From an optimization exercise on the open Yosys and OpenROAD flow, aimed at small area, a short achievable clock period and few clock cycles per item; shortcuts taken in it are not production practice. Only simulation tests tie the RTL to the original design; equivalence was not proved.

[flow/design.v]
`default_nettype none
package rsnh_pkg;
    localparam int FRAC_BITS  = 14;
    localparam int COORD_W    = 16;
    localparam int RADIUS_W   = 15;
    localparam int COLOR_W    = 8;
    localparam int SLOT_W     = 3;
    localparam int PIX_X_W    = 10;
    localparam int PIX_Y_W    = 9;
    localparam int INDEX_W    = 3;
    localparam int HIT_DIST_W = 16;
    localparam int GEOM_W = 3 * COORD_W + RADIUS_W;
    localparam int RGB_W  = 3 * COLOR_W;
    localparam int IN_WORD_W  = 1 + SLOT_W + 3 * COORD_W + RADIUS_W + 3 * COLOR_W + PIX_X_W + PIX_Y_W;
    localparam int OUT_WORD_W = 3 * COLOR_W + 1 + INDEX_W + HIT_DIST_W;
    localparam int CFG_INDEX_W = 2;
    localparam int CFG_DATA_W  = 16;
    localparam int ACTIVE_W    = 4;
    localparam logic [CFG_INDEX_W-1:0] CFG_EYE_X  = 2'd0;
    localparam logic [CFG_INDEX_W-1:0] CFG_EYE_Y  = 2'd1;
    localparam logic [CFG_INDEX_W-1:0] CFG_EYE_Z  = 2'd2;
    localparam logic [CFG_INDEX_W-1:0] CFG_ACTIVE = 2'd3;
    localparam logic signed [COORD_W-1:0] EYE_X_RST  = 16'sd8192;
    localparam logic signed [COORD_W-1:0] EYE_Y_RST  = 16'sd8192;
    localparam logic signed [COORD_W-1:0] EYE_Z_RST  = -16'sd16384;
    localparam logic [ACTIVE_W-1:0]       ACTIVE_RST = 4'd3;
endpackage
`default_nettype wire
`default_nettype none
module rsnh_sphere_mem #(
    parameter int DEPTH  = 8,
    parameter int ADDR_W = 3
) (
    input  logic                         clk,
    input  logic                         wr_en,
    input  logic [ADDR_W-1:0]            wr_addr,
    input  logic [rsnh_pkg::GEOM_W-1:0]  wr_geom,
    input  logic [rsnh_pkg::RGB_W-1:0]   wr_rgb,
    input  logic [ADDR_W-1:0]            geom_rd_addr,
    output logic [rsnh_pkg::GEOM_W-1:0]  geom_rd,
    input  logic [ADDR_W-1:0]            rgb_rd_addr,
    output logic [rsnh_pkg::RGB_W-1:0]   rgb_rd
);
    logic [rsnh_pkg::GEOM_W-1:0] geom_mem [DEPTH];
    logic [rsnh_pkg::RGB_W-1:0]  rgb_mem  [DEPTH];
    always_ff @(posedge clk)
    begin
        if (wr_en)
        begin
            geom_mem[wr_addr] <= wr_geom;
            rgb_mem[wr_addr]  <= wr_rgb;
        end
    end
    assign geom_rd = geom_mem[geom_rd_addr];
    assign rgb_rd  = rgb_mem[rgb_rd_addr];
endmodule
`default_nettype wire
`default_nettype none
module rsnh_divider #(
    parameter int DW    = 17,
    parameter int QW    = 16,
    parameter int NSTEP = 4
) (
    input  logic [DW-1:0]    den,
    input  logic [DW-1:0]    r_in,
    input  logic [QW-1:0]    q_in,
    input  logic [NSTEP-1:0] bits_in,
    output logic [DW-1:0]    r_out,
    output logic [QW-1:0]    q_out
);
    logic [DW-1:0] r;
    logic [QW-1:0] q;
    logic [DW:0]   rp;
    logic [DW+1:0] diff;
    always_comb
    begin
        r = r_in;
        q = q_in;
        rp = '0;
        diff = '0;
        for (int i = NSTEP - 1; i >= 0; i--)
        begin
            rp   = {r, bits_in[i]};
            diff = {1'b0, rp} - {2'b00, den};
            if (!diff[DW+1])
            begin
                r = diff[DW-1:0];
                q = {q[QW-2:0], 1'b1};
            end
            else
            begin
                r = rp[DW-1:0];
                q = {q[QW-2:0], 1'b0};
            end
        end
        r_out = r;
        q_out = q;
    end
endmodule
`default_nettype wire
`default_nettype none
module rsnh_square #(
    parameter int W = 18
) (
    input  logic [W-1:0]   x,
    output logic [2*W-1:0] y
);
    logic [2*W-1:0] s;
    always_comb
    begin
        s = '0;
        for (int i = 0; i < W; i++)
            s = s + ((x[i] ? ((({{W{1'b0}}, x} >> (i + 1)) << 2) | {{(2*W-1){1'b0}}, 1'b1})
                           : {(2*W){1'b0}}) << (2 * i));
        y = s;
    end
endmodule
module rsnh_dot3 (
    input  logic signed [15:0] a0, a1, a2,
    input  logic signed [16:0] b0, b1, b2,
    output logic signed [34:0] y
);
    logic [47:0] s;
    logic [15:0] a;
    logic [16:0] b;
    logic [2:0]  g;
    logic [17:0] m;
    logic        neg;
    always_comb
    begin
        s = '0;
        a = '0;
        b = '0;
        g = '0;
        m = '0;
        neg = 1'b0;
        for (int k = 0; k < 3; k++)
        begin
            a = (k == 0) ? a0 : ((k == 1) ? a1 : a2);
            b = (k == 0) ? b0 : ((k == 1) ? b1 : b2);
            for (int i = 0; i < 8; i++)
            begin
                g = {a[2*i+1], a[2*i], (i == 0) ? 1'b0 : a[2*i-1]};
                case (g)
                    3'b001, 3'b010: begin m = {b[16], b}; neg = 1'b0; end
                    3'b011:         begin m = {b, 1'b0};  neg = 1'b0; end
                    3'b100:         begin m = {b, 1'b0};  neg = 1'b1; end
                    3'b101, 3'b110: begin m = {b[16], b}; neg = 1'b1; end
                    default:        begin m = 18'd0;      neg = 1'b0; end
                endcase
                if (neg)
                    m = ~m;
                s = s + ({30'd0, ~m[17], m[16:0]} << (2 * i)) + ({47'd0, neg} << (2 * i));
            end
        end
        for (int k = 0; k < 3; k++)
            for (int i = 0; i < 8; i++)
                s = s - (48'd1 << (17 + 2 * i));
        y = s[34:0];
    end
endmodule
`default_nettype wire
`default_nettype none
module rsnh_sqacc #(
    parameter int W  = 18,
    parameter int AW = 39
) (
    input  logic [W-1:0]  x,
    input  logic [AW-1:0] a,
    input  logic          cin,
    output logic [AW-1:0] y
);
    logic [AW-1:0] s;
    always_comb
    begin
        s = a + {{(AW-1){1'b0}}, cin};
        for (int i = 0; i < W; i++)
            s = s + ((x[i] ? ((({{AW{1'b0}}, x} >> (i + 1)) << 2) | {{(AW-1){1'b0}}, 1'b1})
                           : {AW{1'b0}}) << (2 * i));
        y = s;
    end
endmodule
`default_nettype wire
`default_nettype none
module rsnh_isqrt #(
    parameter int RW     = 21,
    parameter int QW     = 18,
    parameter int VW     = 36,
    parameter int NSTEP  = 5,
    parameter int J0     = 0,
    parameter bit MASKED = 1'b1
) (
    input  logic [RW-1:0] r_in,
    input  logic [QW-1:0] q_in,
    input  logic [VW-1:0] v_in,
    output logic [RW-1:0] r_out,
    output logic [QW-1:0] q_out,
    output logic [VW-1:0] v_out
);
    logic [RW-1:0] r;
    logic [QW-1:0] q;
    logic [VW-1:0] v;
    logic [RW+1:0] rp;
    logic [RW+1:0] t;
    logic [RW+2:0] diff;
    always_comb
    begin
        r = r_in;
        q = q_in;
        v = v_in;
        rp = '0;
        t = '0;
        diff = '0;
        for (int i = 0; i < NSTEP; i++)
        begin
            rp   = {r, v[VW-1:VW-2]};
            v    = {v[VW-3:0], 2'b00};
            t    = '0;
            t[QW+1:0] = {q, 2'b01};
            diff = {1'b0, rp} - {1'b0, t};
            if (!diff[RW+2])
            begin
                r = diff[RW-1:0];
                q = {q[QW-2:0], 1'b1};
            end
            else
            begin
                r = rp[RW-1:0];
                q = {q[QW-2:0], 1'b0};
            end
            if (MASKED)
            begin
                for (int b = 0; b < RW; b++)
                    if (b >= J0 + i + 2) r[b] = 1'b0;
                for (int b = 0; b < QW; b++)
                    if (b >= J0 + i + 1) q[b] = 1'b0;
            end
        end
        r_out = r;
        q_out = q;
        v_out = v;
    end
endmodule
`default_nettype wire
`default_nettype none
module ray_sphere_nearest_hit_unit #(
    parameter int MAX_SPHERES  = 8,
    parameter int IMAGE_HEIGHT = 480
) (
    input  logic                                  clk,
    input  logic                                  rst_n,
    input  logic                                  in_valid,
    output logic                                  in_stall,
    input  logic [rsnh_pkg::IN_WORD_W-1:0]        in_word_bits,
    output logic                                  out_valid,
    input  logic                                  out_stall,
    output logic [rsnh_pkg::OUT_WORD_W-1:0]       out_word_bits,
    input  logic                                  cfg_we,
    input  logic [rsnh_pkg::CFG_INDEX_W-1:0]      cfg_index,
    input  logic [rsnh_pkg::CFG_DATA_W-1:0]       cfg_data
);
    localparam int FIFO_D = 4;
    localparam int CAP    = FIFO_D + 1;
    logic signed [15:0] eye_x, eye_y, eye_z;
    logic [3:0]         active;
    logic               eye_we;
    assign eye_we = cfg_we && (cfg_index != rsnh_pkg::CFG_ACTIVE);
    always_ff @(posedge clk or negedge rst_n)
    begin
        if (!rst_n)
        begin
            eye_x  <= rsnh_pkg::EYE_X_RST;
            eye_y  <= rsnh_pkg::EYE_Y_RST;
            eye_z  <= rsnh_pkg::EYE_Z_RST;
            active <= rsnh_pkg::ACTIVE_RST;
        end
        else if (cfg_we)
        begin
            case (cfg_index)
                rsnh_pkg::CFG_EYE_X: eye_x  <= cfg_data;
                rsnh_pkg::CFG_EYE_Y: eye_y  <= cfg_data;
                rsnh_pkg::CFG_EYE_Z: eye_z  <= cfg_data;
                default:             active <= cfg_data[3:0];
            endcase
        end
    end
    logic [3:0] n_test;
    assign n_test = active[3] ? 4'd8 : {1'b0, active[2:0]};
    logic         s0_v;
    logic [109:0] s0_w;
    logic         s0_op;
    logic         s0_take;
    logic         wr_en;
    logic         idle_all;
    assign s0_op    = s0_w[109];
    assign in_stall = s0_v;
    logic         cj_busy;
    logic         pix_take;
    logic         s0_pix;
    assign wr_en    = s0_v && !s0_op && idle_all && !cj_busy;
    assign s0_take  = pix_take || wr_en;
    always_ff @(posedge clk or negedge rst_n)
    begin
        if (!rst_n)
            s0_v <= 1'b0;
        else if (!s0_v)
            s0_v <= in_valid;
        else if (s0_take)
            s0_v <= 1'b0;
    end
    always_ff @(posedge clk)
    begin
        if (!s0_v)
            s0_w <= in_word_bits;
    end
    logic [62:0] geom_rd;
    logic [23:0] rgb_rd;
    logic [2:0]  i_k;
    logic [2:0]  rgb_addr;
    logic [2:0]  cj_e;
    logic        c_we;
    logic [35:0] a_acc;
    logic [35:0] c_rd;
    logic [35:0] c_mem [8];
    always_ff @(posedge clk)
    begin
        if (c_we)
            c_mem[cj_e] <= a_acc;
    end
    assign c_rd = c_mem[i_k];
    rsnh_sphere_mem #(.DEPTH(8), .ADDR_W(3)) u_mem (
        .clk          (clk),
        .wr_en        (wr_en),
        .wr_addr      (s0_w[108:106]),
        .wr_geom      (s0_w[105:43]),
        .wr_rgb       (s0_w[42:19]),
        .geom_rd_addr (cj_busy ? cj_e : i_k),
        .geom_rd      (geom_rd),
        .rgb_rd_addr  (rgb_addr),
        .rgb_rd       (rgb_rd)
    );
    logic [1:0] phase;
    logic       adv;
    logic       first;
    logic       rr_v, a_v, b1_v, b2_v, c1_v, c2_v, i_v;
    logic       i_last;
    logic       i_take_ok;
    logic [3:0] pcount;
    logic       busy_any;
    assign busy_any = rr_v || a_v || b1_v || b2_v || c1_v || c2_v;
    assign first    = (phase == 2'd2);
    assign adv      = first && !(c2_v && !i_take_ok) && (s0_pix || busy_any);
    assign s0_pix   = s0_v && s0_op && !cj_busy;
    assign pix_take = adv && s0_pix;
    always_ff @(posedge clk or negedge rst_n)
    begin
        if (!rst_n)
            phase <= 2'd2;
        else if (adv)
            phase <= 2'd0;
        else if (phase != 2'd2)
            phase <= phase + 2'd1;
    end
    always_ff @(posedge clk or negedge rst_n)
    begin
        if (!rst_n)
        begin
            rr_v  <= 1'b0;
            a_v  <= 1'b0;
            b1_v <= 1'b0;
            b2_v <= 1'b0;
            c1_v <= 1'b0;
            c2_v <= 1'b0;
        end
        else if (adv)
        begin
            rr_v  <= pix_take;
            a_v  <= rr_v;
            b1_v <= a_v;
            b2_v <= b1_v;
            c1_v <= b2_v;
            c2_v <= c1_v;
        end
    end
    logic [10:0] pa;
    logic [9:0]  pb;
    logic [11:0] pa7;
    logic [10:0] pb7;
    logic [15:0] px;
    logic [14:0] pyq;
    logic signed [17:0] rx, ry;
    logic signed [16:0] rz;
    logic [23:0] px_m;
    logic [22:0] py_m;
    logic [17:0] rx_neg, ry_neg;
    logic [16:0] rz_neg;
    always_comb
    begin
        pa   = {s0_w[18:9], 1'b1};
        pb   = {s0_w[8:0], 1'b1};
        pa7  = {1'b0, pa} + 12'd7;
        pb7  = {1'b0, pb} + 11'd7;
        px_m = {12'd0, pa7} * 24'd4370;
        px   = ({5'd0, pa} << 4) + {5'd0, pa} + {8'd0, px_m[23:16]};
        py_m = {12'd0, pb7} * 23'd4370;
        pyq  = ({5'd0, pb} << 4) + {5'd0, pb} + {8'd0, py_m[22:16]};
        rx   = $signed({2'b00, px}) - {{2{eye_x[15]}}, eye_x};
        ry   = 18'sd16384 - $signed({3'b000, pyq}) - {{2{eye_y[15]}}, eye_y};
        rz   = 17'sd0 - {eye_z[15], eye_z};
    end
    assign rx_neg = 18'd0 - rx;
    assign ry_neg = 18'd0 - ry;
    assign rz_neg = 17'd0 - rz;
    logic [16:0] r_rx;
    logic [15:0] r_ry, r_rz;
    logic [2:0]  r_s;
    always_ff @(posedge clk)
    begin
        if (adv)
        begin
            r_rx <= rx[17] ? rx_neg[16:0] : rx[16:0];
            r_ry <= ry[17] ? ry_neg[15:0] : ry[15:0];
            r_rz <= rz[16] ? rz_neg[15:0] : rz[15:0];
            r_s  <= {rx[17], ry[17], rz[16]};
        end
    end
    logic [7:0]  dirty;
    logic [2:0]  cj_step;
    logic [7:0]  cj_onehot;
    logic [16:0] j_ox, j_oy, j_oz;
    logic [16:0] j_ox_n, j_oy_n, j_oz_n;
    assign cj_busy   = (dirty != 8'd0);
    assign c_we      = cj_busy && (cj_step == 3'd5);
    assign cj_onehot = dirty & (8'd0 - dirty);
    always_comb
    begin
        cj_e = 3'd0;
        for (int e = 7; e >= 0; e--)
            if (dirty[e]) cj_e = e[2:0];
    end
    assign j_ox   = {eye_x[15], eye_x} - {geom_rd[62], geom_rd[62:47]};
    assign j_oy   = {eye_y[15], eye_y} - {geom_rd[46], geom_rd[46:31]};
    assign j_oz   = {eye_z[15], eye_z} - {geom_rd[30], geom_rd[30:15]};
    assign j_ox_n = 17'd0 - j_ox;
    assign j_oy_n = 17'd0 - j_oy;
    assign j_oz_n = 17'd0 - j_oz;
    always_ff @(posedge clk or negedge rst_n)
    begin
        if (!rst_n)
        begin
            dirty   <= 8'd0;
            cj_step <= 3'd0;
        end
        else if (eye_we)
        begin
            dirty   <= 8'hFF;
            cj_step <= 3'd0;
        end
        else if (wr_en)
        begin
            dirty   <= dirty | (8'd1 << s0_w[108:106]);
            cj_step <= 3'd0;
        end
        else if (cj_busy)
        begin
            if (cj_step == 3'd5)
            begin
                dirty   <= dirty & ~cj_onehot;
                cj_step <= 3'd0;
            end
            else
                cj_step <= cj_step + 3'd1;
        end
    end
    logic [16:0] a_rx;
    logic [15:0] a_ry, a_rz;
    logic [14:0] a_r;
    logic [2:0]  a_s;
    logic [16:0] a_sel;
    logic [35:0] a_sum;
    logic [35:0] a_base;
    logic        a_sub;
    always_comb
    begin
        if (cj_busy)
        begin
            case (cj_step)
                3'd1:    a_sel = a_rx;
                3'd2:    a_sel = {1'b0, a_ry};
                3'd3:    a_sel = {1'b0, a_rz};
                default: a_sel = {2'b00, a_r};
            endcase
        end
        else
        begin
            case (phase)
                2'd0:    a_sel = {1'b0, a_ry};
                2'd1:    a_sel = {1'b0, a_rz};
                default: a_sel = r_rx;
            endcase
        end
    end
    assign a_sub  = cj_busy && (cj_step == 3'd4);
    assign a_base = (cj_busy ? (cj_step == 3'd1) : first) ? 36'd0 : a_acc;
    rsnh_sqacc #(.W(17), .AW(36)) u_asq (
        .x(a_sel), .a(a_sub ? ~a_base : a_base), .cin(1'b0), .y(a_sum)
    );
    always_ff @(posedge clk)
    begin
        if (cj_busy)
        begin
            if (cj_step == 3'd0)
            begin
                a_rx <= j_ox[16] ? j_ox_n : j_ox;
                a_ry <= j_oy[16] ? j_oy_n[15:0] : j_oy[15:0];
                a_rz <= j_oz[16] ? j_oz_n[15:0] : j_oz[15:0];
                a_r  <= geom_rd[14:0];
            end
            else if (cj_step != 3'd5)
                a_acc <= a_sub ? ~a_sum : a_sum;
        end
        else if (adv)
        begin
            a_rx  <= r_rx;
            a_ry  <= r_ry;
            a_rz  <= r_rz;
            a_s   <= r_s;
            a_acc <= a_sum;
        end
        else if (phase != 2'd2)
            a_acc <= a_sum;
    end
    logic [19:0] b1_r, b1l_r, b1i_r, b2_r, b2i_r;
    logic [17:0] b1_q, b1l_q, b1i_q, b2_q, b2i_q;
    logic [35:0] b1_vv, b1l_v, b1i_v, b2_vv, b2i_v;
    logic [16:0] b1_rx, b2_rx;
    logic [15:0] b1_ry, b1_rz, b2_ry, b2_rz;
    logic [2:0]  b1_s, b2_s;
    rsnh_isqrt #(.RW(20), .QW(18), .VW(36), .NSTEP(3), .J0(0), .MASKED(1'b1)) u_b1l (
        .r_in ('0), .q_in ('0), .v_in ({3'd0, a_acc[32:0]}),
        .r_out(b1l_r), .q_out(b1l_q), .v_out(b1l_v)
    );
    rsnh_isqrt #(.RW(20), .QW(18), .VW(36), .NSTEP(3), .J0(0), .MASKED(1'b0)) u_b1i (
        .r_in (b1_r), .q_in (b1_q), .v_in (b1_vv),
        .r_out(b1i_r), .q_out(b1i_q), .v_out(b1i_v)
    );
    rsnh_isqrt #(.RW(20), .QW(18), .VW(36), .NSTEP(3), .J0(0), .MASKED(1'b0)) u_b2i (
        .r_in (first ? b1_r : b2_r), .q_in (first ? b1_q : b2_q), .v_in (first ? b1_vv : b2_vv),
        .r_out(b2i_r), .q_out(b2i_q), .v_out(b2i_v)
    );
    always_ff @(posedge clk)
    begin
        if (adv)
        begin
            b1_r  <= b1l_r;
            b1_q  <= b1l_q;
            b1_vv <= b1l_v;
            b1_rx <= a_rx;
            b1_ry <= a_ry;
            b1_rz <= a_rz;
            b1_s  <= a_s;
            b2_rx <= b1_rx;
            b2_ry <= b1_ry;
            b2_rz <= b1_rz;
            b2_s  <= b1_s;
        end
        else if (!first)
        begin
            b1_r  <= b1i_r;
            b1_q  <= b1i_q;
            b1_vv <= b1i_v;
        end
        if (adv || !first)
        begin
            b2_r  <= b2i_r;
            b2_q  <= b2i_q;
            b2_vv <= b2i_v;
        end
    end
    logic [16:0]      c1_len, c2_len;
    logic             c1_zero, c2_zero;
    logic [2:0]       c1_s, c2_s;
    logic [2:0]       c1_low;
    logic [2:0][16:0] c1_rem, c2_rem, c1i_r, c2i_r;
    logic [2:0][17:0] c1_quo, c2_quo, c1i_q, c2i_q;
    logic [2:0][16:0] c_mag_in;
    assign c_mag_in[0] = b2_rx;
    assign c_mag_in[1] = {1'b0, b2_ry};
    assign c_mag_in[2] = {1'b0, b2_rz};
    for (genvar g = 0; g < 3; g++)
    begin : g_div
        rsnh_divider #(.DW(17), .QW(18), .NSTEP(3)) u_c1 (
            .den    (first ? b2_q[16:0] : c1_len),
            .r_in   (first ? (c_mag_in[g] >> 4) : c1_rem[g]),
            .q_in   (first ? 18'd0 : c1_quo[g]),
            .bits_in(first ? c_mag_in[g][3:1] : ((phase == 2'd0) ? {c1_low[g], 2'b00} : 3'b000)),
            .r_out  (c1i_r[g]),
            .q_out  (c1i_q[g])
        );
        rsnh_divider #(.DW(17), .QW(18), .NSTEP(3)) u_c2 (
            .den    (first ? c1_len : c2_len),
            .r_in   (first ? c1_rem[g] : c2_rem[g]),
            .q_in   (first ? c1_quo[g] : c2_quo[g]),
            .bits_in(3'b000),
            .r_out  (c2i_r[g]),
            .q_out  (c2i_q[g])
        );
        always_ff @(posedge clk)
        begin
            if (adv || !first)
            begin
                c1_rem[g] <= c1i_r[g];
                c1_quo[g] <= c1i_q[g];
                c2_rem[g] <= c2i_r[g];
                c2_quo[g] <= c2i_q[g];
            end
            if (adv)
                c1_low[g] <= c_mag_in[g][0];
        end
    end
    always_ff @(posedge clk)
    begin
        if (adv)
        begin
            c1_len  <= b2_q[16:0];
            c1_zero <= (b2_q[16:0] == 17'd0);
            c1_s    <= b2_s;
            c2_len  <= c1_len;
            c2_zero <= c1_zero;
            c2_s    <= c1_s;
        end
    end
    logic [2:0][15:0] c_d;
    for (genvar g = 0; g < 3; g++)
    begin : g_round
        logic [15:0] mag;
        assign mag    = c2_quo[g][15:0] + {15'd0, ({c2_rem[g], 1'b0} >= {1'b0, c2_len})};
        assign c_d[g] = c2_zero ? 16'd0 : (c2_s[2-g] ? (16'd0 - mag) : mag);
    end
    logic signed [15:0] i_dx, i_dy, i_dz;
    logic               i_shade;
    logic               i_null;
    assign i_null    = (n_test == 4'd0);
    assign i_last    = i_null || ({1'b0, i_k} == n_test - 4'd1);
    assign i_take_ok = (!i_v || i_last) && (pcount < CAP[3:0]);
    logic i_load;
    assign i_load = adv && c2_v;
    always_ff @(posedge clk or negedge rst_n)
    begin
        if (!rst_n)
        begin
            i_v <= 1'b0;
            i_k <= 3'd0;
        end
        else if (i_load)
        begin
            i_v <= 1'b1;
            i_k <= 3'd0;
        end
        else if (i_v)
        begin
            if (i_last)
                i_v <= 1'b0;
            i_k <= i_k + 3'd1;
        end
    end
    always_ff @(posedge clk)
    begin
        if (i_load)
        begin
            i_dx    <= c_d[0];
            i_dy    <= c_d[1];
            i_dz    <= c_d[2];
            i_shade <= c2_s[1];
        end
    end
    typedef struct packed {
        logic       v;
        logic       last;
        logic       nul;
        logic       shade;
        logic [2:0] k;
    } tag_t;
    tag_t e1_t, e2_t, e3_t, e4_t;
    logic signed [15:0] e1_dx, e1_dy, e1_dz;
    logic signed [16:0] e1_ox, e1_oy, e1_oz;
    logic [35:0]        e1_c;
    always_ff @(posedge clk or negedge rst_n)
    begin
        if (!rst_n)
            e1_t.v <= 1'b0;
        else
            e1_t.v <= i_v;
    end
    always_ff @(posedge clk)
    begin
        e1_t.last  <= i_last;
        e1_t.nul   <= i_null;
        e1_t.shade <= i_shade;
        e1_t.k     <= i_k;
        e1_dx      <= i_dx;
        e1_dy      <= i_dy;
        e1_dz      <= i_dz;
        e1_ox      <= {eye_x[15], eye_x} - {geom_rd[62], geom_rd[62:47]};
        e1_oy      <= {eye_y[15], eye_y} - {geom_rd[46], geom_rd[46:31]};
        e1_oz      <= {eye_z[15], eye_z} - {geom_rd[30], geom_rd[30:15]};
        e1_c       <= c_rd;
    end
    logic signed [34:0] e2_dot;
    logic signed [34:0] dot_w;
    logic [35:0]        e2_c;
    rsnh_dot3 u_dot (
        .a0(e1_dx), .a1(e1_dy), .a2(e1_dz),
        .b0(e1_ox), .b1(e1_oy), .b2(e1_oz),
        .y (dot_w)
    );
    always_ff @(posedge clk or negedge rst_n)
    begin
        if (!rst_n)
            e2_t.v <= 1'b0;
        else
            e2_t.v <= e1_t.v;
    end
    always_ff @(posedge clk)
    begin
        e2_t.last  <= e1_t.last;
        e2_t.nul   <= e1_t.nul;
        e2_t.shade <= e1_t.shade;
        e2_t.k     <= e1_t.k;
        e2_dot <= dot_w;
        e2_c   <= e1_c;
    end
    logic signed [19:0] e3_h;
    logic [35:0]        e3_c;
    logic signed [34:0] e2_dotr;
    assign e2_dotr = e2_dot + (e2_dot[34] ? 35'sd8191 : 35'sd8192);
    always_ff @(posedge clk or negedge rst_n)
    begin
        if (!rst_n)
            e3_t.v <= 1'b0;
        else
            e3_t.v <= e2_t.v;
    end
    always_ff @(posedge clk)
    begin
        e3_t.last  <= e2_t.last;
        e3_t.nul   <= e2_t.nul;
        e3_t.shade <= e2_t.shade;
        e3_t.k     <= e2_t.k;
        e3_h       <= e2_dotr[33:14];
        e3_c       <= e2_c;
    end
    logic signed [38:0] e4_disc;
    logic signed [19:0] e4_h;
    logic [17:0]        h_mag;
    logic [19:0]        h_neg;
    logic [38:0]        disc_w;
    assign h_neg = 20'd0 - e3_h;
    assign h_mag = e3_h[19] ? h_neg[17:0] : e3_h[17:0];
    rsnh_sqacc #(.W(18), .AW(39)) u_hsq (
        .x(h_mag), .a(~{{3{e3_c[35]}}, e3_c}), .cin(1'b1), .y(disc_w)
    );
    always_ff @(posedge clk or negedge rst_n)
    begin
        if (!rst_n)
            e4_t.v <= 1'b0;
        else
            e4_t.v <= e3_t.v;
    end
    always_ff @(posedge clk)
    begin
        e4_t.last  <= e3_t.last;
        e4_t.nul   <= e3_t.nul;
        e4_t.shade <= e3_t.shade;
        e4_t.k     <= e3_t.k;
        e4_h       <= e3_h;
        e4_disc    <= disc_w;
    end
    localparam int NSQ = 5;
    logic [NSQ-1:0][6:0]  sq_t;
    logic [NSQ-1:0]       sq_neg;
    logic [NSQ-1:0][19:0] sq_h;
    logic [NSQ-1:0][19:0] sq_r;
    logic [NSQ-1:0][17:0] sq_q;
    logic [NSQ-1:0][35:0] sq_v;
    for (genvar s = 0; s < NSQ; s++)
    begin : g_sq
        logic [19:0] r_in, r_out;
        logic [17:0] q_in, q_out;
        logic [35:0] v_in, v_out;
        logic [6:0]  t_in;
        logic        neg_in;
        logic [19:0] h_in;
        if (s == 0)
        begin : g_first
            assign r_in   = '0;
            assign q_in   = '0;
            assign v_in   = e4_disc[35:0];
            assign t_in   = e4_t;
            assign neg_in = e4_disc[38];
            assign h_in   = e4_h;
        end
        else
        begin : g_next
            assign r_in   = sq_r[s-1];
            assign q_in   = sq_q[s-1];
            assign v_in   = sq_v[s-1];
            assign t_in   = sq_t[s-1];
            assign neg_in = sq_neg[s-1];
            assign h_in   = sq_h[s-1];
        end
        rsnh_isqrt #(.RW(20), .QW(18), .VW(36), .NSTEP((s == 0) ? 5 : ((s == 1) ? 4 : 3)),
                     .J0((s == 0) ? 0 : ((s == 1) ? 5 : 9 + 3 * (s - 2))), .MASKED(1'b1)) u_sq (
            .r_in(r_in), .q_in(q_in), .v_in(v_in),
            .r_out(r_out), .q_out(q_out), .v_out(v_out)
        );
        always_ff @(posedge clk or negedge rst_n)
        begin
            if (!rst_n)
                sq_t[s] <= '0;
            else
                sq_t[s] <= t_in;
        end
        always_ff @(posedge clk)
        begin
            sq_neg[s] <= neg_in;
            sq_h[s]   <= h_in;
            sq_r[s]   <= r_out;
            sq_q[s]   <= q_out;
            sq_v[s]   <= v_out;
        end
    end
    tag_t               f_in;
    logic signed [20:0] t_near, t_far, t_sel;
    logic               hit;
    logic               f_found;
    logic [19:0]        f_t;
    logic [2:0]         f_k;
    logic               r_v;
    logic               r_shade;
    assign f_in = sq_t[NSQ-1];
    always_comb
    begin
        t_near = 21'sd0 - {sq_h[NSQ-1][19], sq_h[NSQ-1]} - $signed({3'b000, sq_q[NSQ-1]});
        t_far  = 21'sd0 - {sq_h[NSQ-1][19], sq_h[NSQ-1]} + $signed({3'b000, sq_q[NSQ-1]});
        t_sel  = t_near[20] ? t_far : t_near;
        hit    = !f_in.nul && !sq_neg[NSQ-1] && !t_sel[20];
    end
    always_ff @(posedge clk or negedge rst_n)
    begin
        if (!rst_n)
            r_v <= 1'b0;
        else
            r_v <= f_in.v && f_in.last;
    end
    always_ff @(posedge clk)
    begin
        if (f_in.v)
        begin
            if (f_in.k == 3'd0)
            begin
                f_found <= hit;
                f_t     <= t_sel[19:0];
                f_k     <= f_in.k;
            end
            else if (hit && (!f_found || t_sel[19:0] < f_t))
            begin
                f_found <= 1'b1;
                f_t     <= t_sel[19:0];
                f_k     <= f_in.k;
            end
            r_shade <= f_in.shade;
        end
    end
    typedef struct packed {
        logic        found;
        logic [2:0]  k;
        logic [15:0] dst;
        logic        shade;
    } res_t;
    logic [20:0] fifo [FIFO_D];
    logic [1:0] wp, rp;
    logic [2:0] fcount;
    res_t       push_w, head;
    logic       pop;
    logic       taken;
    assign push_w.found = f_found;
    assign push_w.k     = f_k;
    assign push_w.dst  = (f_t[19:16] != 4'd0) ? 16'hFFFF : f_t[15:0];
    assign push_w.shade = r_shade;
    assign head     = fifo[rp];
    assign rgb_addr = head.k;
    logic               out_v;
    logic [43:0]        out_w;
    assign taken = out_v && !out_stall;
    assign pop   = (fcount != 3'd0) && (!out_v || !out_stall);
    always_ff @(posedge clk)
    begin
        if (r_v)
            fifo[wp] <= push_w;
    end
    always_ff @(posedge clk or negedge rst_n)
    begin
        if (!rst_n)
        begin
            wp     <= '0;
            rp     <= '0;
            fcount <= '0;
            out_v  <= 1'b0;
            pcount <= '0;
        end
        else
        begin
            if (r_v)
                wp <= wp + 2'd1;
            if (pop)
                rp <= rp + 2'd1;
            fcount <= fcount + {2'd0, r_v} - {2'd0, pop};
            if (pop)
                out_v <= 1'b1;
            else if (taken)
                out_v <= 1'b0;
            pcount <= pcount + {3'd0, i_load} - {3'd0, taken};
        end
    end
    always_ff @(posedge clk)
    begin
        if (pop)
        begin
            if (head.found)
                out_w <= {rgb_rd, 1'b1, head.k, head.dst};
            else
                out_w <= {{24{head.shade}}, 1'b0, 3'd0, 16'd0};
        end
    end
    assign out_valid     = out_v;
    assign out_word_bits = out_w;
    assign idle_all = !busy_any && (pcount == 4'd0);
endmodule
`default_nettype wire
[flow/config.mk]
export PLATFORM = sky130hd
export DESIGN_NAME = ray_sphere_nearest_hit_unit
export DESIGN_NICKNAME = ray_sphere_nearest_hit_unit
export VERILOG_FILES = /design/flow/design.v
export SDC_FILE = /design/flow/constraint.sdc
export NUM_CORES = 4
export LEC_CHECK = 0
export CAP_MARGIN = 20
export CORE_MARGIN = 2
export CORE_UTILIZATION = 40
export SETUP_SLACK_MARGIN = 1.0
export SLEW_MARGIN = 20
[flow/constraint.sdc]
create_clock -name core_clock -period 11.0 [get_ports {clk}]
set_input_delay 2.2000 -clock core_clock [delete_from_list [all_inputs] [get_ports {clk}]]
set_output_delay 2.2000 -clock core_clock [all_outputs]
set_load 0.01 [all_outputs]
[flow/run.sh]
#!/bin/bash
# synth_recipe.tcl (not shown) runs the flow's synth.tcl, then flattens the netlist and writes it again
# the make line also repeats each setting of config.mk as NAME=value (left out here)
make -C /OpenROAD-flow-scripts/flow DESIGN_CONFIG=/design/flow/config.mk WORK_HOME=/design/flow/orfs CLKGATE_MAP_FILE= SYNTH_SCRIPT=/design/flow/synth_recipe.tcl finish
==> summary.txt, run 1 <==
# TYPE chip_impl_metric gauge
chip_impl_info{name="timing.critical_path.from_type",value="register"} 1
chip_impl_metric{name="synth_cells",unit=""} 15800
chip_impl_metric{name="cp.buffers_inverters",unit=""} 4
chip_impl_metric{name="final.setup.tns",unit="ns"} 0
chip_impl_metric{name="flow.area_growth_from_synthesis",unit="%"} 12.8
chip_impl_metric{name="worst_skew_pair.late_latency",unit="ns"} 0.96
chip_impl_metric{name="timing.critical_path.slowest_cell_delay",unit="ns"} 0.56
chip_impl_metric{name="finalHoldViolCount",unit=""} 0
chip_impl_metric{name="dp.final_hpwl",unit="mm"} 363
chip_impl_metric{name="vias",unit=""} 120000
chip_impl_metric{name="total_cts_buffers",unit=""} 299
chip_impl_info{name="tritoncts",value="done"} 1
chip_impl_metric{name="synth.avg_cell_area",unit="um2"} 10.7
chip_impl_metric{name="detailedRoute.firstIterationViolations",unit=""} 11000
chip_impl_metric{name="placement.setup.worst_slack",unit="ns"} 0.326
chip_impl_metric{name="post_cts_hold_buffer_count",unit=""} 0
chip_impl_metric{name="setup-violations-final",unit=""} 0
chip_impl_metric{name="layout.filler_cells",unit=""} 39100
chip_impl_metric{name="number_of_global_route_vias_before_repair",unit=""} 115000
chip_impl_metric{name="standard_cell_area_after_detailed_placement",unit="um2"} 180000
chip_impl_metric{name="hold-worst-slack",unit="ns"} 0.312
chip_impl_metric{name="floorplan.initialDensity",unit="%"} 40.1
chip_impl_metric{name="globalRouteTotalUtil",unit="%"} 22.0
chip_impl_metric{name="maxCapViolations",unit=""} 0
chip_impl_metric{name="drtPass1Iterations",unit=""} 6
chip_impl_info{name="worst-setup-path-type",value="register to register"} 1
chip_impl_metric{name="via_per_inst",unit=""} 5.45
chip_impl_metric{name="relSlewSlack",unit="%"} 15.3
chip_impl_info{name="status",value="timing/DRC/antenna clean"} 1
chip_impl_metric{name="sequential_cell_area",unit="um2"} 72800
chip_impl_metric{name="postLayoutSetupSlackWorst",unit="ns"} 1.09
chip_impl_metric{name="yosys_warnings",unit=""} 13
chip_impl_metric{name="cts_max_level",unit=""} 5
chip_impl_metric{name="drtAntennaViolNets",unit=""} 0
chip_impl_metric{name="final.period_utilization",unit="%"} 90.1
chip_impl_metric{name="finish.net_count",unit=""} 18200
chip_impl_metric{name="postSynth.asyncResetShare",unit="%"} 4.81
chip_impl_info{name="unrepaired_setup_endpoints_after_global_routing",value="yes"} 1
chip_impl_metric{name="timing.clock.skew",unit="ns"} 0.0850
chip_impl_metric{name="stdcell_area",unit="um2"} 191000
chip_impl_metric{name="cts.reportedPaths.clkPinSlew",unit="ns"} 0.06
chip_impl_metric{name="clockBufferDepth",unit=""} 4
chip_impl_metric{name="fp.dieArea",unit="um2"} 430000
chip_impl_metric{name="clock_sink_count",unit=""} 2661
chip_impl_metric{name="timing.critical_path.arrival",unit="ns"} 10.61
chip_impl_metric{name="final_period_minus_worst_setup_slack",unit="ns"} 9.91
chip_impl_metric{name="proportion_of_layout_cells_with_a_drive_suffix_above_1",unit="%"} 11.3
chip_impl_metric{name="routed_wire_length_per_instance",unit="um"} 22.2
chip_impl_metric{name="timing.fmax",unit="MHz"} 101
chip_impl_metric{name="fp.coreArea",unit="um2"} 423000
chip_impl_metric{name="chipHeight",unit="um"} 656
chip_impl_metric{name="gr-total-overflow",unit=""} 0
chip_impl_metric{name="drc_errors",unit=""} 0
chip_impl_metric{name="critical_path.max_fanout",unit=""} 14
chip_impl_metric{name="pin_count",unit=""} 179
chip_impl_info{name="holdCritPathClass",value="register to register"} 1
chip_impl_info{name="timing.critical_path.slowest_stage_cell",value="dfstp_2"} 1
chip_impl_metric{name="grt_pass1_wl",unit="mm"} 726
chip_impl_metric{name="number_of_placement_rows",unit=""} 239
chip_impl_metric{name="synth.cell_area",unit="um2"} 170000
chip_impl_metric{name="die_width",unit="um"} 656
chip_impl_metric{name="slew_violations",unit=""} 0
chip_impl_metric{name="number_of_buffers_added_on_ports",unit=""} 178
chip_impl_metric{name="syn-num-nets",unit=""} 18000
chip_impl_metric{name="multiInputGateArea",unit="um2"} 91200
chip_impl_metric{name="yosysSeqAreaShare",unit="%"} 42.9
chip_impl_metric{name="antenna_violations_before_repair",unit=""} 36
chip_impl_info{name="synth_flop_cell",value="edfxtp_1"} 1
chip_impl_metric{name="finalWirelength",unit="mm"} 489
chip_impl_metric{name="utilization",unit="%"} 45.3
chip_impl_metric{name="worstPathRequired",unit="ns"} 11.70
chip_impl_metric{name="postSynthRegisterBits",unit=""} 2661
chip_impl_metric{name="finalWeightedCongestion",unit=""} 0.975
chip_impl_info{name="cp_common_cell",value="a21oi_2"} 1
chip_impl_metric{name="synth_enable_flop_cells",unit=""} 1888
chip_impl_info{name="cp_top_family",value="compound AO/OA/AOI/OAI gates"} 1
chip_impl_metric{name="tightest_slew",unit="ns"} 1.27
chip_impl_metric{name="yosysUniqueCellTypes",unit=""} 107
chip_impl_metric{name="pin_count_of_the_biggest_net_entering_global_routing",unit=""} 138
chip_impl_info{name="cts_root_buf",value="clkbuf_16"} 1
chip_impl_info{name="worst_setup_path_end_kind",value="register"} 1
-- metal layers --
layer | vias to the layer above | wire [um] | global-route usage [%]
met5 | - | 84 | 0
met4 | 12 | 16900 | 7.09
met1 | 58600 | 219000 | 31.3
li1 | 56700 | - | -
met3 | 751 | 37500 | 3.70
met2 | 4059 | 215000 | 33.9
-- through the flow --
stage	instances
floorplan	15800
global placement	21400
detailed placement	21400
CTS	21900
global route	22000
finish	22000
-- sequential cells by signal, indices dropped and copies added (netlist names), 37 cells and up --
register and count:
c_mem 288, u_mem.geom_mem 504, c2_quo 48, sq_q 59
c1_rem 51, s0_w 110, g_sq.r_in 45, out_w 44
fifo 84, sq_h 100, c2_rem 51, c1_quo 39
u_mem.rgb_mem 192, e4_disc 37
-- layout make-up --
| cell class | instances | share of cell area [%] |
|---|---|---|
| multi-input cells | 11300 | 47.6 |
| flip-flops and latches | 2661 | 38.0 |
| clock buffers | 386 | 4.27 |
| well taps | 5663 | 3.70 |
| repair buffers | 656 | 3.03 |
| inverters | 1237 | 2.45 |
| clock inverters | 157 | 0.871 |
| diodes | 12 | 0.0157 |
| repair inverters | 2 | 0.00653 |
-- cell usage after synthesis (all sizes together) (247+ instances only) --
| library cell | count | share of area, % |
|---|---|---|
| fa | 667 | 7.9 |
| nor2 | 1174 | 2.6 |
| xnor2 | 722 | 3.7 |
| xor2 | 562 | 2.9 |
| a21o | 247 | 1.1 |
| clkbuf | 554 | 1.2 |
| ha | 1331 | 9.8 |
| a21oi | 684 | 2.0 |
| nand2 | 1536 | 3.4 |
| edfxtp | 1888 | 33 |
| mux2 | 466 | 3.1 |
| nor3 | 258 | 0.76 |
| nand3 | 358 | 1.1 |
| inv | 1226 | 2.7 |
| o21ai | 724 | 2.1 |
| dfxtp | 645 | 7.6 |
-- cells by family after synthesis --
| kind of cell | Yosys count | synth area share [%] |
|---|---|---|
| flops | 2661 | 42.9 |
| xor+xnor | 1285 | 6.64 |
| mux | 751 | 5.80 |
| fa+ha+maj | 1998 | 17.7 |
| compound gates | 2997 | 11.5 |
| simple gates | 4219 | 11.2 |
| buf+inv | 1914 | 4.25 |
-- repair_timing --
action                     in CTS  in global routing
resized for setup              49                188
cloned                          5                  6
buffers inserted               24                 77
pin swaps                      12                 86
setup endpoints to repair     130                149
-- path summary, 6_finish.rpt --
check | startpoint | to | slack [ns] | depth (start not counted)
worst min-delay path | e3_h[18] | e4_h[18] | 0.31 | 0
min in group asynchronous | rst_n | fcount[2] | 1.15 | 1
max in group asynchronous | rst_n | eye_y[12] | 7.91 | 3
worst max register to register | phase[1] | c1_rem[26] | 1.09 | 41
worst max-delay path | phase[1] | c1_rem[26] | 1.09 | 41
worst min register to register | e3_h[18] | e4_h[18] | 0.31 | 0
-- cells in the final DEF, fill, tap and decap left out, types with 403 or more instances in the layout --
master / count
a21oi_1: 651
buf_4: 434
dfxtp_1: 642
edfxtp_1: 1888
fa_1: 658
ha_1: 1319
inv_1: 1204
mux2_2: 403
nand2_1: 1532
nor2_1: 1157
o21ai_0: 635
xnor2_1: 713
xor2_1: 556
Testbench counts, summed over its fixed seeds: cycles 22,604, pixels 4,096.
==> inputs of run 2 (changes only) <==
--- a/flow/design.v
+++ b/flow/design.v
@@ -39,4 +39,6 @@
     input  logic [ADDR_W-1:0]            geom_rd_addr,
     output logic [rsnh_pkg::GEOM_W-1:0]  geom_rd,
+    input  logic [ADDR_W-1:0]            geom_rd_addr1,
+    output logic [rsnh_pkg::GEOM_W-1:0]  geom_rd1,
     input  logic [ADDR_W-1:0]            rgb_rd_addr,
     output logic [rsnh_pkg::RGB_W-1:0]   rgb_rd
@@ -52,9 +54,119 @@
         end
     end
-    assign geom_rd = geom_mem[geom_rd_addr];
+    assign geom_rd  = geom_mem[geom_rd_addr];
+    assign geom_rd1 = geom_mem[geom_rd_addr1];
     assign rgb_rd  = rgb_mem[rgb_rd_addr];
 endmodule
 `default_nettype wire
 `default_nettype none
+module rsnh_test_lane (
+    input  logic               clk,
+    input  logic signed [15:0] eye_x,
+    input  logic signed [15:0] eye_y,
+    input  logic signed [15:0] eye_z,
+    input  logic [62:0]        geom,
+    input  logic [35:0]        c_in,
+    input  logic signed [15:0] e1_dx,
+    input  logic signed [15:0] e1_dy,
+    input  logic signed [15:0] e1_dz,
+    output logic [17:0]        root,
+    output logic signed [19:0] h,
+    output logic               neg
+);
+    localparam int NSQ = 5;
+    logic signed [16:0] e1_ox, e1_oy, e1_oz;
+    logic [35:0]        e1_c;
+    always_ff @(posedge clk)
+    begin
+        e1_ox <= {eye_x[15], eye_x} - {geom[62], geom[62:47]};
+        e1_oy <= {eye_y[15], eye_y} - {geom[46], geom[46:31]};
+        e1_oz <= {eye_z[15], eye_z} - {geom[30], geom[30:15]};
+        e1_c  <= c_in;
+    end
+    logic signed [34:0] e2_dot;
+    logic signed [34:0] dot_w;
+    logic [35:0]        e2_c;
+    rsnh_dot3 u_dot (
+        .a0(e1_dx), .a1(e1_dy), .a2(e1_dz),
+        .b0(e1_ox), .b1(e1_oy), .b2(e1_oz),
+        .y (dot_w)
+    );
+    always_ff @(posedge clk)
+    begin
+        e2_dot <= dot_w;
+        e2_c   <= e1_c;
+    end
+    logic signed [19:0] e3_h;
+    logic [35:0]        e3_c;
+    logic signed [34:0] e2_dotr;
+    assign e2_dotr = e2_dot + (e2_dot[34] ? 35'sd8191 : 35'sd8192);
+    always_ff @(posedge clk)
+    begin
+        e3_h <= e2_dotr[33:14];
+        e3_c <= e2_c;
+    end
+    logic signed [38:0] e4_disc;
+    logic signed [19:0] e4_h;
+    logic [17:0]        h_mag;
+    logic [19:0]        h_neg;
+    logic [38:0]        disc_w;
+    assign h_neg = 20'd0 - e3_h;
+    assign h_mag = e3_h[19] ? h_neg[17:0] : e3_h[17:0];
+    rsnh_sqacc #(.W(18), .AW(39)) u_hsq (
+        .x(h_mag), .a(~{{3{e3_c[35]}}, e3_c}), .cin(1'b1), .y(disc_w)
+    );
+    always_ff @(posedge clk)
+    begin
+        e4_h    <= e3_h;
+        e4_disc <= disc_w;
+    end
+    logic [NSQ-1:0]       sq_neg;
+    logic [NSQ-1:0][19:0] sq_h;
+    logic [NSQ-1:0][19:0] sq_r;
+    logic [NSQ-1:0][17:0] sq_q;
+    logic [NSQ-1:0][35:0] sq_v;
+    for (genvar s = 0; s < NSQ; s++)
+    begin : g_sq
+        logic [19:0] r_in, r_out;
+        logic [17:0] q_in, q_out;
+        logic [35:0] v_in, v_out;
+        logic        neg_in;
+        logic [19:0] h_in;
+        if (s == 0)
+        begin : g_first
+            assign r_in   = '0;
+            assign q_in   = '0;
+            assign v_in   = e4_disc[35:0];
+            assign neg_in = e4_disc[38];
+            assign h_in   = e4_h;
+        end
+        else
+        begin : g_next
+            assign r_in   = sq_r[s-1];
+            assign q_in   = sq_q[s-1];
+            assign v_in   = sq_v[s-1];
+            assign neg_in = sq_neg[s-1];
+            assign h_in   = sq_h[s-1];
+        end
+        rsnh_isqrt #(.RW(20), .QW(18), .VW(36), .NSTEP((s == 0) ? 5 : ((s == 1) ? 4 : 3)),
+                     .J0((s == 0) ? 0 : ((s == 1) ? 5 : 9 + 3 * (s - 2))), .MASKED(1'b1)) u_sq (
+            .r_in(r_in), .q_in(q_in), .v_in(v_in),
+            .r_out(r_out), .q_out(q_out), .v_out(v_out)
+        );
+        always_ff @(posedge clk)
+        begin
+            sq_neg[s] <= neg_in;
+            sq_h[s]   <= h_in;
+            sq_r[s]   <= r_out;
+            sq_q[s]   <= q_out;
+            sq_v[s]   <= v_out;
+        end
+    end
+    assign root = sq_q[NSQ-1];
+    assign h    = sq_h[NSQ-1];
+    assign neg  = sq_neg[NSQ-1];
+endmodule
+`default_nettype wire
+`default_nettype none
 module rsnh_divider #(
     parameter int DW    = 17,
@@ -321,5 +433,6 @@
     logic        c_we;
     logic [35:0] a_acc;
-    logic [35:0] c_rd;
+    logic [35:0] c_rd, c_rd1;
+    logic [62:0] geom_rd1;
     logic [35:0] c_mem [8];
     always_ff @(posedge clk)
@@ -328,5 +441,6 @@
             c_mem[cj_e] <= a_acc;
     end
-    assign c_rd = c_mem[i_k];
+    assign c_rd  = c_mem[{i_k[1:0], 1'b0}];
+    assign c_rd1 = c_mem[{i_k[1:0], 1'b1}];
     rsnh_sphere_mem #(.DEPTH(8), .ADDR_W(3)) u_mem (
         .clk          (clk),
@@ -335,6 +449,8 @@
         .wr_geom      (s0_w[105:43]),
         .wr_rgb       (s0_w[42:19]),
-        .geom_rd_addr (cj_busy ? cj_e : i_k),
+        .geom_rd_addr (cj_busy ? cj_e : {i_k[1:0], 1'b0}),
         .geom_rd      (geom_rd),
+        .geom_rd_addr1({i_k[1:0], 1'b1}),
+        .geom_rd1     (geom_rd1),
         .rgb_rd_addr  (rgb_addr),
         .rgb_rd       (rgb_rd)
@@ -641,6 +757,10 @@
     logic               i_shade;
     logic               i_null;
+    logic [3:0]         n_pair;
+    logic               i_v1;
+    assign n_pair    = (n_test + 4'd1) >> 1;
     assign i_null    = (n_test == 4'd0);
-    assign i_last    = i_null || ({1'b0, i_k} == n_test - 4'd1);
+    assign i_last    = i_null || ({2'b00, i_k[1:0]} == n_pair - 4'd1);
+    assign i_v1      = ({i_k[1:0], 1'b1} < n_test[2:0]) || n_test[3];
     assign i_take_ok = (!i_v || i_last) && (pcount < CAP[3:0]);
     logic i_load;
@@ -662,5 +782,5 @@
             if (i_last)
                 i_v <= 1'b0;
-            i_k <= i_k + 3'd1;
+            i_k <= {1'b0, i_k[1:0] + 2'd1};
         end
     end
@@ -675,176 +795,80 @@
         end
     end
-    typedef struct packed {
-        logic       v;
-        logic       last;
-        logic       nul;
-        logic       shade;
-        logic [2:0] k;
-    } tag_t;
-    tag_t e1_t, e2_t, e3_t, e4_t;
-    logic signed [15:0] e1_dx, e1_dy, e1_dz;
-    logic signed [16:0] e1_ox, e1_oy, e1_oz;
-    logic [35:0]        e1_c;
+    localparam int NT = 9;
+    logic [NT-1:0][6:0]  tp;
+    logic [6:0]          tag_in;
+    logic signed [15:0]  e1_dx, e1_dy, e1_dz;
+    logic [1:0][17:0]    l_root;
+    logic [1:0][19:0]    l_h;
+    logic [1:0]          l_neg;
+    assign tag_in = {i_v, i_last, i_null, i_shade, i_k[1:0], i_v1};
     always_ff @(posedge clk or negedge rst_n)
     begin
         if (!rst_n)
-            e1_t.v <= 1'b0;
+            tp <= '0;
         else
-            e1_t.v <= i_v;
+            tp <= {tp[NT-2:0], tag_in};
     end
     always_ff @(posedge clk)
     begin
-        e1_t.last  <= i_last;
-        e1_t.nul   <= i_null;
-        e1_t.shade <= i_shade;
-        e1_t.k     <= i_k;
-        e1_dx      <= i_dx;
-        e1_dy      <= i_dy;
-        e1_dz      <= i_dz;
-        e1_ox      <= {eye_x[15], eye_x} - {geom_rd[62], geom_rd[62:47]};
-        e1_oy      <= {eye_y[15], eye_y} - {geom_rd[46], geom_rd[46:31]};
-        e1_oz      <= {eye_z[15], eye_z} - {geom_rd[30], geom_rd[30:15]};
-        e1_c       <= c_rd;
+        e1_dx <= i_dx;
+        e1_dy <= i_dy;
+        e1_dz <= i_dz;
     end
-    logic signed [34:0] e2_dot;
-    logic signed [34:0] dot_w;
-    logic [35:0]        e2_c;
-    rsnh_dot3 u_dot (
-        .a0(e1_dx), .a1(e1_dy), .a2(e1_dz),
-        .b0(e1_ox), .b1(e1_oy), .b2(e1_oz),
-        .y (dot_w)
+    rsnh_test_lane u_t0 (
+        .clk(clk), .eye_x(eye_x), .eye_y(eye_y), .eye_z(eye_z),
+        .geom(geom_rd), .c_in(c_rd),
+        .e1_dx(e1_dx), .e1_dy(e1_dy), .e1_dz(e1_dz),
+        .root(l_root[0]), .h(l_h[0]), .neg(l_neg[0])
     );
-    always_ff @(posedge clk or negedge rst_n)
-    begin
-        if (!rst_n)
-            e2_t.v <= 1'b0;
-        else
-            e2_t.v <= e1_t.v;
-    end
-    always_ff @(posedge clk)
-    begin
-        e2_t.last  <= e1_t.last;
-        e2_t.nul   <= e1_t.nul;
-        e2_t.shade <= e1_t.shade;
-        e2_t.k     <= e1_t.k;
-        e2_dot <= dot_w;
-        e2_c   <= e1_c;
-    end
-    logic signed [19:0] e3_h;
-    logic [35:0]        e3_c;
-    logic signed [34:0] e2_dotr;
-    assign e2_dotr = e2_dot + (e2_dot[34] ? 35'sd8191 : 35'sd8192);
-    always_ff @(posedge clk or negedge rst_n)
-    begin
-        if (!rst_n)
-            e3_t.v <= 1'b0;
-        else
-            e3_t.v <= e2_t.v;
-    end
-    always_ff @(posedge clk)
-    begin
-        e3_t.last  <= e2_t.last;
-        e3_t.nul   <= e2_t.nul;
-        e3_t.shade <= e2_t.shade;
-        e3_t.k     <= e2_t.k;
-        e3_h       <= e2_dotr[33:14];
-        e3_c       <= e2_c;
-    end
-    logic signed [38:0] e4_disc;
-    logic signed [19:0] e4_h;
-    logic [17:0]        h_mag;
-    logic [19:0]        h_neg;
-    logic [38:0]        disc_w;
-    assign h_neg = 20'd0 - e3_h;
-    assign h_mag = e3_h[19] ? h_neg[17:0] : e3_h[17:0];
-    rsnh_sqacc #(.W(18), .AW(39)) u_hsq (
-        .x(h_mag), .a(~{{3{e3_c[35]}}, e3_c}), .cin(1'b1), .y(disc_w)
+    rsnh_test_lane u_t1 (
+        .clk(clk), .eye_x(eye_x), .eye_y(eye_y), .eye_z(eye_z),
+        .geom(geom_rd1), .c_in(c_rd1),
+        .e1_dx(e1_dx), .e1_dy(e1_dy), .e1_dz(e1_dz),
+        .root(l_root[1]), .h(l_h[1]), .neg(l_neg[1])
     );
+    logic               fv, flast, fnul, fshade, fv1;
+    logic [1:0]         fj;
+    logic [1:0][20:0]   t_near, t_far, t_sel;
+    logic [1:0]         l_hit;
+    logic               pick1;
+    assign {fv, flast, fnul, fshade, fj, fv1} = tp[NT-1];
+    for (genvar l = 0; l < 2; l++)
+    begin : g_t
+        assign t_near[l] = 21'd0 - {l_h[l][19], l_h[l]} - {3'b000, l_root[l]};
+        assign t_far[l]  = 21'd0 - {l_h[l][19], l_h[l]} + {3'b000, l_root[l]};
+        assign t_sel[l]  = t_near[l][20] ? t_far[l] : t_near[l];
+    end
+    assign l_hit[0] = !fnul && !l_neg[0] && !t_sel[0][20];
+    assign l_hit[1] = fv1 && !l_neg[1] && !t_sel[1][20];
+    assign pick1    = l_hit[1] && (!l_hit[0] || (t_sel[1][19:0] < t_sel[0][19:0]));
+    logic        p_v, p_last, p_shade, p_hit;
+    logic [19:0] p_t;
+    logic [2:0]  p_k;
     always_ff @(posedge clk or negedge rst_n)
     begin
         if (!rst_n)
-            e4_t.v <= 1'b0;
-        else
-            e4_t.v <= e3_t.v;
-    end
-    always_ff @(posedge clk)
-    begin
-        e4_t.last  <= e3_t.last;
-        e4_t.nul   <= e3_t.nul;
-        e4_t.shade <= e3_t.shade;
-        e4_t.k     <= e3_t.k;
-        e4_h       <= e3_h;
-        e4_disc    <= disc_w;
-    end
-    localparam int NSQ = 5;
-    logic [NSQ-1:0][6:0]  sq_t;
-    logic [NSQ-1:0]       sq_neg;
-    logic [NSQ-1:0][19:0] sq_h;
-    logic [NSQ-1:0][19:0] sq_r;
-    logic [NSQ-1:0][17:0] sq_q;
-    logic [NSQ-1:0][35:0] sq_v;
-    for (genvar s = 0; s < NSQ; s++)
-    begin : g_sq
-        logic [19:0] r_in, r_out;
-        logic [17:0] q_in, q_out;
-        logic [35:0] v_in, v_out;
-        logic [6:0]  t_in;
-        logic        neg_in;
-        logic [19:0] h_in;
-        if (s == 0)
-        begin : g_first
-            assign r_in   = '0;
-            assign q_in   = '0;
-            assign v_in   = e4_disc[35:0];
-            assign t_in   = e4_t;
-            assign neg_in = e4_disc[38];
-            assign h_in   = e4_h;
-        end
-        else
-        begin : g_next
-            assign r_in   = sq_r[s-1];
-            assign q_in   = sq_q[s-1];
-            assign v_in   = sq_v[s-1];
-            assign t_in   = sq_t[s-1];
-            assign neg_in = sq_neg[s-1];
-            assign h_in   = sq_h[s-1];
-        end
-        rsnh_isqrt #(.RW(20), .QW(18), .VW(36), .NSTEP((s == 0) ? 5 : ((s == 1) ? 4 : 3)),
-                     .J0((s == 0) ? 0 : ((s == 1) ? 5 : 9 + 3 * (s - 2))), .MASKED(1'b1)) u_sq (
-            .r_in(r_in), .q_in(q_in), .v_in(v_in),
-            .r_out(r_out), .q_out(q_out), .v_out(v_out)
-        );
-        always_ff @(posedge clk or negedge rst_n)
         begin
-            if (!rst_n)
-                sq_t[s] <= '0;
-            else
-                sq_t[s] <= t_in;
+            p_v    <= 1'b0;
+            p_last <= 1'b0;
         end
-        always_ff @(posedge clk)
+        else
         begin
-            sq_neg[s] <= neg_in;
-            sq_h[s]   <= h_in;
-            sq_r[s]   <= r_out;
-            sq_q[s]   <= q_out;
-            sq_v[s]   <= v_out;
+            p_v    <= fv;
+            p_last <= flast;
         end
     end
-    tag_t               f_in;
-    logic signed [20:0] t_near, t_far, t_sel;
-    logic               hit;
-    logic               f_found;
-    logic [19:0]        f_t;
-    logic [2:0]         f_k;
-    logic               r_v;
-    logic               r_shade;
-    assign f_in = sq_t[NSQ-1];
-    always_comb
+    always_ff @(posedge clk)
     begin
-        t_near = 21'sd0 - {sq_h[NSQ-1][19], sq_h[NSQ-1]} - $signed({3'b000, sq_q[NSQ-1]});
-        t_far  = 21'sd0 - {sq_h[NSQ-1][19], sq_h[NSQ-1]} + $signed({3'b000, sq_q[NSQ-1]});
-        t_sel  = t_near[20] ? t_far : t_near;
-        hit    = !f_in.nul && !sq_neg[NSQ-1] && !t_sel[20];
+        p_shade <= fshade;
+        p_hit   <= l_hit[0] || l_hit[1];
+        p_t     <= pick1 ? t_sel[1][19:0] : t_sel[0][19:0];
+        p_k     <= {fj, pick1};
     end
+    logic        f_found;
+    logic [19:0] f_t;
+    logic [2:0]  f_k;
+    logic        r_v;
+    logic        r_shade;
     always_ff @(posedge clk or negedge rst_n)
     begin
@@ -852,23 +876,23 @@
             r_v <= 1'b0;
         else
-            r_v <= f_in.v && f_in.last;
+            r_v <= p_v && p_last;
     end
     always_ff @(posedge clk)
     begin
-        if (f_in.v)
+        if (p_v)
         begin
-            if (f_in.k == 3'd0)
+            if (p_k[2:1] == 2'd0)
             begin
-                f_found <= hit;
-                f_t     <= t_sel[19:0];
-                f_k     <= f_in.k;
+                f_found <= p_hit;
+                f_t     <= p_t;
+                f_k     <= p_k;
             end
-            else if (hit && (!f_found || t_sel[19:0] < f_t))
+            else if (p_hit && (!f_found || p_t < f_t))
             begin
                 f_found <= 1'b1;
-                f_t     <= t_sel[19:0];
-                f_k     <= f_in.k;
+                f_t     <= p_t;
+                f_k     <= p_k;
             end
-            r_shade <= f_in.shade;
+            r_shade <= p_shade;
         end
     end
--- a/flow/config.mk
+++ b/flow/config.mk
@@ -8,5 +8,5 @@
 export CAP_MARGIN = 20
 export CORE_MARGIN = 2
-export CORE_UTILIZATION = 40
+export CORE_UTILIZATION = 55
 export SETUP_SLACK_MARGIN = 1.0
 export SLEW_MARGIN = 20
==> run 2 against run 1 <==
  * Synthesized cell count increased by 32%
  * Via count increased by 32%
  * Largest cell class unchanged
  * Register-to-register slack improved by 0.11 ns
  * Final cell count increased by 21%
  * Global-route usage increased by 9.5 points
  * Non-clock buffer count increased by 43
  * Still clean
  * Critical path type unchanged
  * Sequential share of layout area decreased by 3.6 points
  * Flip-flop and latch count increased by 568
  * Count of clock-buffer cells in the layout increased by 47
  * First-iteration DRC count increased by 32%
==> summary.txt, run 2 <==
# TYPE chip_impl_metric gauge
chip_impl_metric{name="finalHoldViolCount",unit=""} 0
chip_impl_metric{name="vias",unit=""} 158000
chip_impl_metric{name="syn-num-nets",unit=""} 24100
chip_impl_metric{name="cts_max_level",unit=""} 5
chip_impl_metric{name="synth_cells",unit=""} 21000
chip_impl_info{name="tritoncts",value="done"} 1
chip_impl_metric{name="fp.dieArea",unit="um2"} 410000
chip_impl_info{name="cts_root_buf",value="clkbuf_16"} 1
chip_impl_metric{name="critical_path.max_fanout",unit=""} 9
chip_impl_metric{name="flow.area_growth_from_synthesis",unit="%"} 10.0
chip_impl_metric{name="chipHeight",unit="um"} 640
chip_impl_info{name="status",value="timing/DRC/antenna clean"} 1
chip_impl_metric{name="maxCapViolations",unit=""} 0
chip_impl_metric{name="clock_sink_count",unit=""} 3229
chip_impl_info{name="largest-register",value="u_mem.geom_mem"} 1
chip_impl_info{name="holdCritPathClass",value="register to register"} 1
chip_impl_metric{name="worst_skew_pair.late_latency",unit="ns"} 0.98
chip_impl_metric{name="final.period_utilization",unit="%"} 89.1
chip_impl_metric{name="routedLengthMet1",unit="mm"} 274
chip_impl_metric{name="post_cts_hold_buffer_count",unit=""} 0
chip_impl_info{name="synth_top_family_by_area",value="adder cells"} 1
chip_impl_metric{name="cts.reportedPaths.clkPinSlew",unit="ns"} 0.06
chip_impl_metric{name="die_width",unit="um"} 640
chip_impl_info{name="unrepaired_setup_endpoints_after_global_routing",value="yes"} 1
chip_impl_metric{name="pin_count",unit=""} 179
chip_impl_metric{name="dp.final_hpwl",unit="mm"} 500
chip_impl_metric{name="postLayoutSetupSlackWorst",unit="ns"} 1.20
chip_impl_metric{name="finalWirelength",unit="mm"} 657
chip_impl_metric{name="synth_mux_area_share",unit="%"} 6.52
chip_impl_metric{name="finish.net_count",unit=""} 24200
chip_impl_info{name="timing.critical_path.from_type",value="register"} 1
chip_impl_metric{name="final_non_filler_cells",unit=""} 26700
chip_impl_info{name="top_registers",value="u_mem.geom_mem: 504 flops, c_mem: 288 flops, u_mem.rgb_mem: 192 flops"} 1
chip_impl_metric{name="detailedRoute.firstIterationViolations",unit=""} 14500
chip_impl_metric{name="timing.critical_path.arrival",unit="ns"} 10.52
chip_impl_metric{name="worstPathRequired",unit="ns"} 11.71
chip_impl_metric{name="tightest_slew",unit="ns"} 1.30
chip_impl_metric{name="timing.fmax",unit="MHz"} 102
chip_impl_info{name="layout_commonest_cell",value="edfxtp_1"} 1
chip_impl_metric{name="slew_violations",unit=""} 0
chip_impl_metric{name="proportion_of_layout_cells_with_a_drive_suffix_above_1",unit="%"} 10.4
chip_impl_metric{name="clockBufferDepth",unit=""} 4
chip_impl_metric{name="floorplan.initialDensity",unit="%"} 55.2
chip_impl_info{name="worst-setup-path-type",value="register to register"} 1
chip_impl_info{name="synth_flop_cell",value="edfxtp_1"} 1
run 2: changes by cell type in the layout (fill, tap and decap cells not counted), moves of 362 or more:
cell	previous run	this run
o21ai_0	635	1035
dfxtp_1	642	1157
fa_1	658	1186
ha_1	1319	1837
xor2_1	556	1063
nor2_1	1157	1519
inv_1	1204	1878
run 2: cells by family (layout without fill, tap and decap cells):
group | count (synthesis) | in the layout
AOI/OAI and AO/OA | 4237 | 4237
muxes | 1001 | 1001
xor gates and xnor gates | 1967 | 1967
DFF | 3229 | 3229
adders and majority gates | 3038 | 3038
other | 0 | 8
buffers and inverters | 2931 | 3240
and+or+nand+nor | 4565 | 4573
run 2: path summary, 6_finish.rpt:
check | start | endpoint | slack [ns] | cells after the start
max reg2reg | phase[1] | c1_rem[32] | 1.20 | 46
min | u_t0.e2_c[20] | u_t0.e3_c[20] | 0.29 | 0
min reg2reg | u_t0.e2_c[20] | u_t0.e3_c[20] | 0.29 | 0
max | phase[1] | c1_rem[32] | 1.20 | 46
min in group asynchronous | rst_n | tp[58] | 1.15 | 1
max in group asynchronous | rst_n | eye_x[10] | 7.58 | 3
run 2: area by class of cell:
| cell class | count | area [um2] |
|---|---|---|
| diodes | 8 | 20.0 |
| clock buffers | 433 | 9450 |
| clock inverters | 196 | 2190 |
| fillers | 33500 | 158000 |
| inverters | 1912 | 7210 |
| multi-input cells | 14800 | 129000 |
| flip-flops and latches | 3229 | 84400 |
| well taps | 5405 | 6760 |
| repair buffers | 699 | 6040 |
run 2: layer usage:
layer	track usage, %	vias to the layer above
met5	0	-
met4	12.4	6
met3	5.68	1136
met2	50.6	5738
met1	42.4	77500
li1	-	73800
run 2: what timing repair did:
action,4_1_cts,5_1_grt
endpoints found under the setup margin,125,142
gates resized for setup,26,127
buffers inserted,8,51
gates cloned,1,10
pin swaps,5,58
Testbench counts of run 2, summed over its fixed seeds: cycles 16,565, pixels 4,096.

static timing again, ports no longer ideal:
In the flow no input, the clock included, has a driving cell. The finished layouts below were timed again as built, in two steps. Step 1 (the two cells are an assumption about what drives the block):
set clk [get_ports {clk}]
set_driving_cell -lib_cell sky130_fd_sc_hd__clkbuf_16 $clk
set_driving_cell -lib_cell sky130_fd_sc_hd__buf_2 [delete_from_list [all_inputs] $clk]
Step 2 times the ports against the registers' clock, not the clock port: input delays grow and output delays shrink by t, the midpoint of the rising clock arrivals with the driver on. a / b / c = ideal ports / drivers / drivers and shift; a / b = the first two.
run | shift t [ns] | setup WS [ns] | latest minus earliest clock arrival (ns)
run 1 | 1.045 | 1.088 / 1.088 / 1.088 | 0.088 / 0.088
run 2 | 1.070 | 1.197 / 1.197 / 1.197 | 0.075 / 0.075
After both steps setup and hold are still met in every run listed.
